From an optimization exercise on the open Yosys and OpenROAD flow, aimed at small area, a short achievable clock period and few clock cycles per item; shortcuts taken in it are not production practice. The RTL was checked by simulation tests, not by an equivalence proof against the original design. No driver is modelled on the clock port, so clocking that relies on it looks cheaper here than on a real chip.

==> inputs of v30 <==
==> flow/design.v (excerpt) <==
module per_key_chatter_filter_top (
  input  logic                clk,
  input  logic                rst,
  input  logic                cfg_wr_en,
  input  logic [CFG_W-1:0]    cfg_wr_data,
  input  logic                in_valid,
  output logic                in_ready,
  input  logic [CMD_W-1:0]    command,
  input  logic [IDX_IN_W-1:0] entry_index,
  input  logic [KEY_W-1:0]    key_code,
  input  logic [HOLD_W-1:0]   hold_off_ms,
  input  logic [TIME_W-1:0]   time_us,
  output logic                out_valid,
  input  logic                out_ready,
  output logic                pass_event,
  output logic                key_matched
);
  localparam int N     = TABLE_ENTRIES_DEF;
  localparam int FIFO_D = 5;
  localparam int CAP   = FIFO_D + 1;
  logic accept;
  assign accept = in_valid && in_ready && !rst;
  logic [CFG_W-1:0] entries_in_use;
  logic [N-1:0]     in_range;
  always_ff @(posedge clk) begin
    if (rst) begin
      entries_in_use <= '0;
    end else if (cfg_wr_en) begin
      entries_in_use <= cfg_wr_data;
    end
  end
  always_comb begin
    for (int j = 0; j < N; j++) begin
      in_range[j] = entries_in_use[CFG_W-1] || (CFG_W'(j) < entries_in_use);
    end
  end
  logic              is_load;
  logic [N-1:0]      idx_oh;
  logic [N-1:0]      match;
  logic [N-1:0]      first;
  logic [N-1:0]      code_we;
  assign is_load = (command == CMD_LOAD);
  always_comb begin
    logic seen;
    seen = 1'b0;
    for (int j = 0; j < N; j++) begin
      idx_oh[j]  = (entry_index == IDX_IN_W'(j));
      code_we[j] = accept && is_load && idx_oh[j];
      first[j]   = match[j] && !seen && in_range[j];
      seen       = seen || match[j];
    end
  end
  pcf_code_cam #(
    .DEPTH (N)
  ) u_cam (
    .clk      (clk),
    .key      (key_code),
    .write    (code_we),
    .match    (match)
  );
  logic              r_v;
  logic              r_load;
  logic              r_any;
  logic [N-1:0]      r_sel;
  logic [TIME_W-1:0] r_time;
  logic [HOLD_W-1:0] r_hold_rd;
  logic [TIME_W-1:0] r_stamp_rd;
  always_ff @(posedge clk) begin
    r_v    <= accept;
    r_load <= is_load;
    r_any  <= |(match & in_range);
    r_sel  <= !accept ? '0 : is_load ? idx_oh : first;
    r_time <= time_us;
  end
  pcf_ram #(
    .DEPTH (N)
  ) u_rec (
    .clk       (clk),
    .rd_sel    (r_sel),
    .stamp_we  (r_sel),
    .hold_we   (code_we),
  ...
==> flow/config.mk <==
export PLATFORM = sky130hd
export DESIGN_NAME = per_key_chatter_filter_top
export DESIGN_NICKNAME = per_key_chatter_filter_top
export VERILOG_FILES = /design/flow/design.v
export SDC_FILE = /design/flow/constraint.sdc
export NUM_CORES = 4
export LEC_CHECK = 0
export CAP_MARGIN = 20
export CORE_MARGIN = 2
export CORE_UTILIZATION = 60
export CTS_CLUSTER_DIAMETER = 80
export CTS_CLUSTER_SIZE = 24
export SETUP_SLACK_MARGIN = 2.6
export SLEW_MARGIN = 20
==> flow/constraint.sdc <==
create_clock -name core_clock -period 5.0 [get_ports {clk}]
set_input_delay 1.0000 -clock core_clock [delete_from_list [all_inputs] [get_ports {clk}]]
set_output_delay 1.0000 -clock core_clock [all_outputs]
set_load 0.01 [all_outputs]
standard.sh (not shown) runs the stock make flow with config.mk's settings and CLKGATE_MAP_FILE= SYNTH_SCRIPT=/design/flow/synth_recipe.tcl, a recipe that flattens the netlist after the stock synthesis.
==> flow/flow/run.sh <==
#!/bin/bash
# The standard layout (the standard.sh, standard synthesis unchanged), with extra
# setup-timing repair passes after clock tree synthesis and after global routing
# (flow/post_cts.tcl and flow/post_grt.tcl, run through ORFS's POST_CTS_TCL and
# POST_GLOBAL_ROUTE_TCL hooks), and buf_2 as the port buffer cell. The full output goes
# to standard.log in the work folder; ORFS keeps each step's own log under orfs/logs/.
set -euo pipefail
here="$(pwd)"
export POST_CTS_TCL="$here/flow/post_cts.tcl"
export POST_GLOBAL_ROUTE_TCL="$here/flow/post_grt.tcl"
export BUFFER_PORTS_ARGS="-buffer_cell sky130_fd_sc_hd__buf_2"
bash standard.sh > "$here/standard.log" 2>&1
==> flow/flow/post_cts.tcl <==
# Extra setup repair after CTS: the single repair_timing call that cts.tcl makes stops
# early, and further calls keep improving the worst slack. Placement is legalized again
# afterwards, as cts.tcl does after its own repair.
puts "post-CTS: extra setup repair"
estimate_parasitics -placement
report_worst_slack -max
for {set i 0} {$i < 6} {incr i} {
  repair_timing -setup -setup_margin 2.6 -repair_tns 100
  report_worst_slack -max
}
detailed_placement
check_placement -verbose
estimate_parasitics -placement
report_worst_slack -max
==> flow/flow/post_grt.tcl <==
# Extra setup repair after global routing, on global-route parasitics, as
# global_route.tcl does for its own single repair_timing call: legalize, route the
# changed nets incrementally, and write the route guides again for detailed routing.
puts "post-GRT: extra setup repair"
estimate_parasitics -global_routing
report_worst_slack -max
for {set i 0} {$i < 4} {incr i} {
  repair_timing -setup -setup_margin 2.6 -repair_tns 100
  report_worst_slack -max
}
repair_timing -hold -hold_margin 0
global_route -start_incremental
detailed_placement
global_route -end_incremental -congestion_report_file $::env(REPORTS_DIR)/congestion_post_extra_repair.rpt
check_placement -verbose
estimate_parasitics -global_routing
report_worst_slack -max
report_worst_slack -min
write_guides $::env(RESULTS_DIR)/route.guide
==> inputs of v21, as changes to v30 <==
--- a/flow/design.v
+++ b/flow/design.v
@@ -98,34 +98,45 @@
   always_comb begin
     eq0 = (now_hi == stamp_hi);
     eq1 = !(x[0] ^ y[0]);
     for (int i = 1; i < HI_W; i++) begin
       eq1 = eq1 && ((x[i] ^ y[i]) == (x[i-1] | y[i-1]));
     end
   end
-  logic [NEED_W:0] diff_lo;
-  assign diff_lo = {1'b0, now_lo} - {1'b0, stamp_lo};
-  logic              borrow_1, eq0_1, eq1_1;
-  logic [Q_W-1:0]    e8_1;
+  localparam int H_W = NEED_W / 2;
+  localparam int U_W = NEED_W - H_W;
+  logic [H_W:0] diff_a;
+  logic [U_W:0] diff_b;
+  assign diff_a = {1'b0, now_lo[H_W-1:0]} - {1'b0, stamp_lo[H_W-1:0]};
+  assign diff_b = {1'b0, now_lo[NEED_W-1:H_W]} - {1'b0, stamp_lo[NEED_W-1:H_W]};
+  logic              eq0_1, eq1_1;
+  logic [H_W-4:0]    diff_a_1;
+  logic              borrow_a_1;
+  logic [U_W:0]      diff_b_1;
   logic [HOLD_W+1:0] hold3_1;
   logic [HOLD_W-1:0] hold_1;
   always_ff @(posedge clk) begin
-    borrow_1     <= diff_lo[NEED_W];
-    eq0_1        <= eq0;
-    eq1_1        <= eq1;
-    e8_1         <= diff_lo[NEED_W-1:3];
-    hold3_1      <= {2'b00, hold} + {1'b0, hold, 1'b0};
-    hold_1       <= hold;
-  end
+    eq0_1      <= eq0;
+    eq1_1      <= eq1;
+    diff_a_1   <= diff_a[H_W-1:3];
+    borrow_a_1 <= diff_a[H_W];
+    diff_b_1   <= diff_b;
+    hold3_1    <= {2'b00, hold} + {1'b0, hold, 1'b0};
+    hold_1     <= hold;
+  end
+  logic [U_W-1:0] upper;
+  logic           borrow;
+  assign upper  = diff_b_1[U_W-1:0] - {{(U_W-1){1'b0}}, borrow_a_1};
+  assign borrow = diff_b_1[U_W] || (borrow_a_1 && (diff_b_1[U_W-1:0] == '0));
   logic           hi_differs_2;
   logic [Q_W-1:0] e8_2;
   logic [Q_W-1:0] need8_2;
   always_ff @(posedge clk) begin
-    hi_differs_2 <= borrow_1 ? !eq1_1 : !eq0_1;
-    e8_2         <= e8_1;
+    hi_differs_2 <= borrow ? !eq1_1 : !eq0_1;
+    e8_2         <= {upper, diff_a_1};
     need8_2      <= {hold_1, 7'b0} - {{(Q_W-HOLD_W-2){1'b0}}, hold3_1};
   end
   assign pass = hi_differs_2 || (e8_2 >= need8_2);
 endmodule
 import pcf_pkg::*;
 module per_key_chatter_filter_top (
   input  logic                clk,
@@ -141,15 +152,15 @@
   input  logic [TIME_W-1:0]   time_us,
   output logic                out_valid,
   input  logic                out_ready,
   output logic                pass_event,
   output logic                key_matched
 );
   localparam int N     = TABLE_ENTRIES_DEF;
-  localparam int FIFO_D = 5;
+  localparam int FIFO_D = 6;
   localparam int CAP   = FIFO_D + 1;
   logic accept;
   assign accept = in_valid && in_ready && !rst;
   logic [CFG_W-1:0] entries_in_use;
   logic [N-1:0]     in_range;
   always_ff @(posedge clk) begin
     if (rst) begin
@@ -160,59 +171,79 @@
   end
   always_comb begin
     for (int j = 0; j < N; j++) begin
       in_range[j] = entries_in_use[CFG_W-1] || (CFG_W'(j) < entries_in_use);
     end
   end
   logic              is_load;
-  logic [N-1:0]      idx_oh;
   logic [N-1:0]      match;
-  logic [N-1:0]      first;
   logic [N-1:0]      code_we;
   assign is_load = (command == CMD_LOAD);
   always_comb begin
-    logic seen;
-    seen = 1'b0;
     for (int j = 0; j < N; j++) begin
-      idx_oh[j]  = (entry_index == IDX_IN_W'(j));
-      code_we[j] = accept && is_load && idx_oh[j];
-      first[j]   = match[j] && !seen && in_range[j];
-      seen       = seen || match[j];
+      code_we[j] = accept && is_load && (entry_index == IDX_IN_W'(j));
     end
   end
   pcf_code_cam #(
     .DEPTH (N)
   ) u_cam (
     .clk      (clk),
     .key      (key_code),
     .write    (code_we),
     .match    (match)
   );
+  logic                p_v;
+  logic                p_load;
+  logic [N-1:0]        p_match;
+  logic [IDX_IN_W-1:0] p_idx;
+  logic [HOLD_W-1:0]   p_hold;
+  logic [TIME_W-1:0]   p_time;
+  logic [N-1:0]        p_idx_oh;
+  logic [N-1:0]        p_first;
+  logic [N-1:0]        hold_we;
+  always_ff @(posedge clk) begin
+    p_v     <= accept;
+    p_load  <= is_load;
+    p_match <= match & in_range;
+    p_idx   <= entry_index;
+    p_hold  <= hold_off_ms;
+    p_time  <= time_us;
+  end
+  always_comb begin
+    logic seen;
+    seen = 1'b0;
+    for (int j = 0; j < N; j++) begin
+      p_idx_oh[j] = (p_idx == IDX_IN_W'(j));
+      hold_we[j]  = p_v && p_load && p_idx_oh[j];
+      p_first[j]  = p_match[j] && !seen;
+      seen        = seen || p_match[j];
+    end
+  end
   logic              r_v;
   logic              r_load;
   logic              r_any;
   logic [N-1:0]      r_sel;
   logic [TIME_W-1:0] r_time;
   logic [HOLD_W-1:0] r_hold_rd;
   logic [TIME_W-1:0] r_stamp_rd;
   always_ff @(posedge clk) begin
-    r_v    <= accept;
-    r_load <= is_load;
-    r_any  <= |(match & in_range);
-    r_sel  <= !accept ? '0 : is_load ? idx_oh : first;
-    r_time <= time_us;
+    r_v    <= rst ? 1'b0 : p_v;
+    r_load <= p_load;
+    r_any  <= |p_match;
+    r_sel  <= !p_v ? '0 : p_load ? p_idx_oh : p_first;
+    r_time <= p_time;
   end
   pcf_ram #(
     .DEPTH (N)
   ) u_rec (
     .clk       (clk),
     .rd_sel    (r_sel),
     .stamp_we  (r_sel),
-    .hold_we   (code_we),
-    .hold_in   (hold_off_ms),
+    .hold_we   (hold_we),
+    .hold_in   (p_hold),
     .time_in   (r_time),
     .hold_out  (r_hold_rd),
     .stamp_out (r_stamp_rd)
   );
   logic              v1_v, v1_load, v1_any;
   logic [HOLD_W-1:0] v1_hold;
   logic [TIME_W-1:0] v1_stamp;
==> flow/flow/run.sh (replaced) <==
#!/bin/bash
# The standard layout (the standard.sh, standard synthesis unchanged), with extra
# setup-timing repair passes after clock tree synthesis (flow/post_cts.tcl, run through
# ORFS's POST_CTS_TCL hook). The full output goes to standard.log in the work folder;
# ORFS keeps each step's own log under orfs/logs/.
set -euo pipefail
here="$(pwd)"
export POST_CTS_TCL="$here/flow/post_cts.tcl"
bash standard.sh > "$here/standard.log" 2>&1
==> flow/flow/post_cts.tcl (replaced) <==
# Extra setup repair after CTS: the single repair_timing call that cts.tcl makes stops
# early, and further calls keep improving the worst slack. Placement is legalized again
# afterwards, as cts.tcl does after its own repair.
puts "post-CTS: extra setup repair"
estimate_parasitics -placement
report_worst_slack -max
for {set i 0} {$i < 6} {incr i} {
  repair_timing -setup -setup_margin 2.8 -repair_tns 100
  report_worst_slack -max
}
detailed_placement
check_placement -verbose
estimate_parasitics -placement
report_worst_slack -max
CTS_CLUSTER_DIAMETER = 90   (was 80)
CTS_CLUSTER_SIZE = 27   (was 24)
SETUP_SLACK_MARGIN = 2.3   (was 2.6)
removed: flow/flow/post_grt.tcl
==> inputs of v35, as changes to v30 <==
--- a/flow/design.v
+++ b/flow/design.v
@@ -98,34 +98,45 @@
   always_comb begin
     eq0 = (now_hi == stamp_hi);
     eq1 = !(x[0] ^ y[0]);
     for (int i = 1; i < HI_W; i++) begin
       eq1 = eq1 && ((x[i] ^ y[i]) == (x[i-1] | y[i-1]));
     end
   end
-  logic [NEED_W:0] diff_lo;
-  assign diff_lo = {1'b0, now_lo} - {1'b0, stamp_lo};
-  logic              borrow_1, eq0_1, eq1_1;
-  logic [Q_W-1:0]    e8_1;
+  localparam int H_W = NEED_W / 2;
+  localparam int U_W = NEED_W - H_W;
+  logic [H_W:0] diff_a;
+  logic [U_W:0] diff_b;
+  assign diff_a = {1'b0, now_lo[H_W-1:0]} - {1'b0, stamp_lo[H_W-1:0]};
+  assign diff_b = {1'b0, now_lo[NEED_W-1:H_W]} - {1'b0, stamp_lo[NEED_W-1:H_W]};
+  logic              eq0_1, eq1_1;
+  logic [H_W-4:0]    diff_a_1;
+  logic              borrow_a_1;
+  logic [U_W:0]      diff_b_1;
   logic [HOLD_W+1:0] hold3_1;
   logic [HOLD_W-1:0] hold_1;
   always_ff @(posedge clk) begin
-    borrow_1     <= diff_lo[NEED_W];
-    eq0_1        <= eq0;
-    eq1_1        <= eq1;
-    e8_1         <= diff_lo[NEED_W-1:3];
-    hold3_1      <= {2'b00, hold} + {1'b0, hold, 1'b0};
-    hold_1       <= hold;
-  end
+    eq0_1      <= eq0;
+    eq1_1      <= eq1;
+    diff_a_1   <= diff_a[H_W-1:3];
+    borrow_a_1 <= diff_a[H_W];
+    diff_b_1   <= diff_b;
+    hold3_1    <= {2'b00, hold} + {1'b0, hold, 1'b0};
+    hold_1     <= hold;
+  end
+  logic [U_W-1:0] upper;
+  logic           borrow;
+  assign upper  = diff_b_1[U_W-1:0] - {{(U_W-1){1'b0}}, borrow_a_1};
+  assign borrow = diff_b_1[U_W] || (borrow_a_1 && (diff_b_1[U_W-1:0] == '0));
   logic           hi_differs_2;
   logic [Q_W-1:0] e8_2;
   logic [Q_W-1:0] need8_2;
   always_ff @(posedge clk) begin
-    hi_differs_2 <= borrow_1 ? !eq1_1 : !eq0_1;
-    e8_2         <= e8_1;
+    hi_differs_2 <= borrow ? !eq1_1 : !eq0_1;
+    e8_2         <= {upper, diff_a_1};
     need8_2      <= {hold_1, 7'b0} - {{(Q_W-HOLD_W-2){1'b0}}, hold3_1};
   end
   assign pass = hi_differs_2 || (e8_2 >= need8_2);
 endmodule
 import pcf_pkg::*;
 module per_key_chatter_filter_top (
   input  logic                clk,
@@ -141,15 +152,15 @@
   input  logic [TIME_W-1:0]   time_us,
   output logic                out_valid,
   input  logic                out_ready,
   output logic                pass_event,
   output logic                key_matched
 );
   localparam int N     = TABLE_ENTRIES_DEF;
-  localparam int FIFO_D = 5;
+  localparam int FIFO_D = 6;
   localparam int CAP   = FIFO_D + 1;
   logic accept;
   assign accept = in_valid && in_ready && !rst;
   logic [CFG_W-1:0] entries_in_use;
   logic [N-1:0]     in_range;
   always_ff @(posedge clk) begin
     if (rst) begin
@@ -160,59 +171,79 @@
   end
   always_comb begin
     for (int j = 0; j < N; j++) begin
       in_range[j] = entries_in_use[CFG_W-1] || (CFG_W'(j) < entries_in_use);
     end
   end
   logic              is_load;
-  logic [N-1:0]      idx_oh;
   logic [N-1:0]      match;
-  logic [N-1:0]      first;
   logic [N-1:0]      code_we;
   assign is_load = (command == CMD_LOAD);
   always_comb begin
-    logic seen;
-    seen = 1'b0;
     for (int j = 0; j < N; j++) begin
-      idx_oh[j]  = (entry_index == IDX_IN_W'(j));
-      code_we[j] = accept && is_load && idx_oh[j];
-      first[j]   = match[j] && !seen && in_range[j];
-      seen       = seen || match[j];
+      code_we[j] = accept && is_load && (entry_index == IDX_IN_W'(j));
     end
   end
   pcf_code_cam #(
     .DEPTH (N)
   ) u_cam (
     .clk      (clk),
     .key      (key_code),
     .write    (code_we),
     .match    (match)
   );
+  logic                p_v;
+  logic                p_load;
+  logic [N-1:0]        p_match;
+  logic [IDX_IN_W-1:0] p_idx;
+  logic [HOLD_W-1:0]   p_hold;
+  logic [TIME_W-1:0]   p_time;
+  logic [N-1:0]        p_idx_oh;
+  logic [N-1:0]        p_first;
+  logic [N-1:0]        hold_we;
+  always_ff @(posedge clk) begin
+    p_v     <= accept;
+    p_load  <= is_load;
+    p_match <= match & in_range;
+    p_idx   <= entry_index;
+    p_hold  <= hold_off_ms;
+    p_time  <= time_us;
+  end
+  always_comb begin
+    logic seen;
+    seen = 1'b0;
+    for (int j = 0; j < N; j++) begin
+      p_idx_oh[j] = (p_idx == IDX_IN_W'(j));
+      hold_we[j]  = p_v && p_load && p_idx_oh[j];
+      p_first[j]  = p_match[j] && !seen;
+      seen        = seen || p_match[j];
+    end
+  end
   logic              r_v;
   logic              r_load;
   logic              r_any;
   logic [N-1:0]      r_sel;
   logic [TIME_W-1:0] r_time;
   logic [HOLD_W-1:0] r_hold_rd;
   logic [TIME_W-1:0] r_stamp_rd;
   always_ff @(posedge clk) begin
-    r_v    <= accept;
-    r_load <= is_load;
-    r_any  <= |(match & in_range);
-    r_sel  <= !accept ? '0 : is_load ? idx_oh : first;
-    r_time <= time_us;
+    r_v    <= rst ? 1'b0 : p_v;
+    r_load <= p_load;
+    r_any  <= |p_match;
+    r_sel  <= !p_v ? '0 : p_load ? p_idx_oh : p_first;
+    r_time <= p_time;
   end
   pcf_ram #(
     .DEPTH (N)
   ) u_rec (
     .clk       (clk),
     .rd_sel    (r_sel),
     .stamp_we  (r_sel),
-    .hold_we   (code_we),
-    .hold_in   (hold_off_ms),
+    .hold_we   (hold_we),
+    .hold_in   (p_hold),
     .time_in   (r_time),
     .hold_out  (r_hold_rd),
     .stamp_out (r_stamp_rd)
   );
   logic              v1_v, v1_load, v1_any;
   logic [HOLD_W-1:0] v1_hold;
   logic [TIME_W-1:0] v1_stamp;
==> flow/flow/run.sh (replaced) <==
#!/bin/bash
# The standard layout (the standard.sh, standard synthesis unchanged), with extra
# setup-timing repair passes after clock tree synthesis (flow/post_cts.tcl, run through
# ORFS's POST_CTS_TCL hook), and buf_2 as the port buffer cell. The full output goes to standard.log in the work folder;
# ORFS keeps each step's own log under orfs/logs/.
set -euo pipefail
here="$(pwd)"
export POST_CTS_TCL="$here/flow/post_cts.tcl"
export BUFFER_PORTS_ARGS="-buffer_cell sky130_fd_sc_hd__buf_2"
bash standard.sh > "$here/standard.log" 2>&1
CTS_CLUSTER_DIAMETER = 90   (was 80)
CTS_CLUSTER_SIZE = 27   (was 24)
SETUP_SLACK_MARGIN = 2.3   (was 2.6)
removed: flow/flow/post_grt.tcl
==> inputs of v14, as changes to v30 <==
CORE_UTILIZATION = 70   (was 60)
==> results.sh <==
export IMPL_layout_nets=5896
export IMPL_fin_crit_ns=2.43
export IMPL_status="no timing/DRC/antenna violations"
export IMPL_drt_pass1_iter_count=8
export IMPL_holdPathStages=1
export IMPL_reg2reg_from="entries_in_use[3]"
export IMPL_power_density_nw_per_um2=368
export IMPL_timing_critical_path_to_type="flip-flop"
export IMPL_r2r_end="p_match[28]"
export IMPL_n_all_buffers=240
export IMPL_worst_slew_pin_transition_ns=1.18
export IMPL_pwr_group_clock_w=0.0112
Source of the figures above: v35

==> results.sh <==
export IMPL_n_all_buffers=338
export IMPL_worst_slew_pin_transition_ns=1.17
export IMPL_pwr_group_clock_w=0.0115
export IMPL_power_density_nw_per_um2=363
export IMPL_holdPathStages=0
export IMPL_status="no timing/DRC/antenna violations"
export IMPL_timing_critical_path_to_type="output pin"
export IMPL_layout_nets=5996
Source of the figures above: v21

==> results.sh <==
export IMPL_status="no timing/DRC/antenna violations"
export IMPL_pwr_group_clock_w=0.0120
export IMPL_holdPathStages=1
export IMPL_drt_pass1_iter_count=6
export IMPL_worst_slew_pin_transition_ns=1.12
export IMPL_reg2reg_from="u_cam.codes[0][1]"
export IMPL_timing_critical_path_to_type="flip-flop"
Source of the figures above: v14

==> results.sh <==
export IMPL_worst_slew_pin_transition_ns=1.15
export IMPL_n_all_buffers=399
export IMPL_status="no timing/DRC/antenna violations"
export IMPL_holdPathStages=1
export IMPL_reg2reg_from="u_cam.codes[0][4]"
export IMPL_pwr_group_clock_w=0.0125
export IMPL_timing_critical_path_to_type="flip-flop"
Source of the figures above: v30

Testbench counts of v30, summed over its fixed seeds: cycles 16,040, items 16,000.
Testbench counts of v21, summed over its fixed seeds: cycles 16,048, items 16,000.
Testbench counts of v35, summed over its fixed seeds: cycles 16,048, items 16,000.
Testbench counts of v14, summed over its fixed seeds: cycles 16,040, items 16,000.

==> what the ideal ports hide <==
The flow's constraints put no driver on any port. The routed layouts listed below were extracted and timed again, unchanged, in two steps. Step 1 (the two cells are an assumption about what drives the block):
set clk [get_ports {clk}]
set_driving_cell -lib_cell sky130_fd_sc_hd__clkbuf_16 $clk
set_driving_cell -lib_cell sky130_fd_sc_hd__buf_2 [delete_from_list [all_inputs] $clk]
Step 2 moves the port delays by t, midway between the first and last clock arrival at a register: inputs arrive t later, outputs are due t later. That takes back most of the time a late clock gives input paths. Three values: no drivers, after step 1, after step 2; two values: the first two.
run	t (ns)	setup slack, ns	latest minus earliest clock arrival (ns)	worst register clock-pin slew, ns	worst slew at a driven data input, ns
v30	0.879	2.331 / 2.354 / 1.515	0.041 / 0.042	0.10 / 0.10	0.13
v21	0.861	2.685 / 2.591 / 2.006	0.039 / 0.039	0.11 / 0.11	0.12
v35	0.863	2.574 / 2.573 / 1.883	0.037 / 0.037	0.11 / 0.11	0.15
v14	0.871	2.311 / 2.358 / 1.493	0.030 / 0.029	0.10 / 0.10	0.16
After both steps every run listed still meets setup and hold. For v14, which loses most, drivers alone change the setup slack by +0.047 ns; drivers and shift together by -0.818 ns.
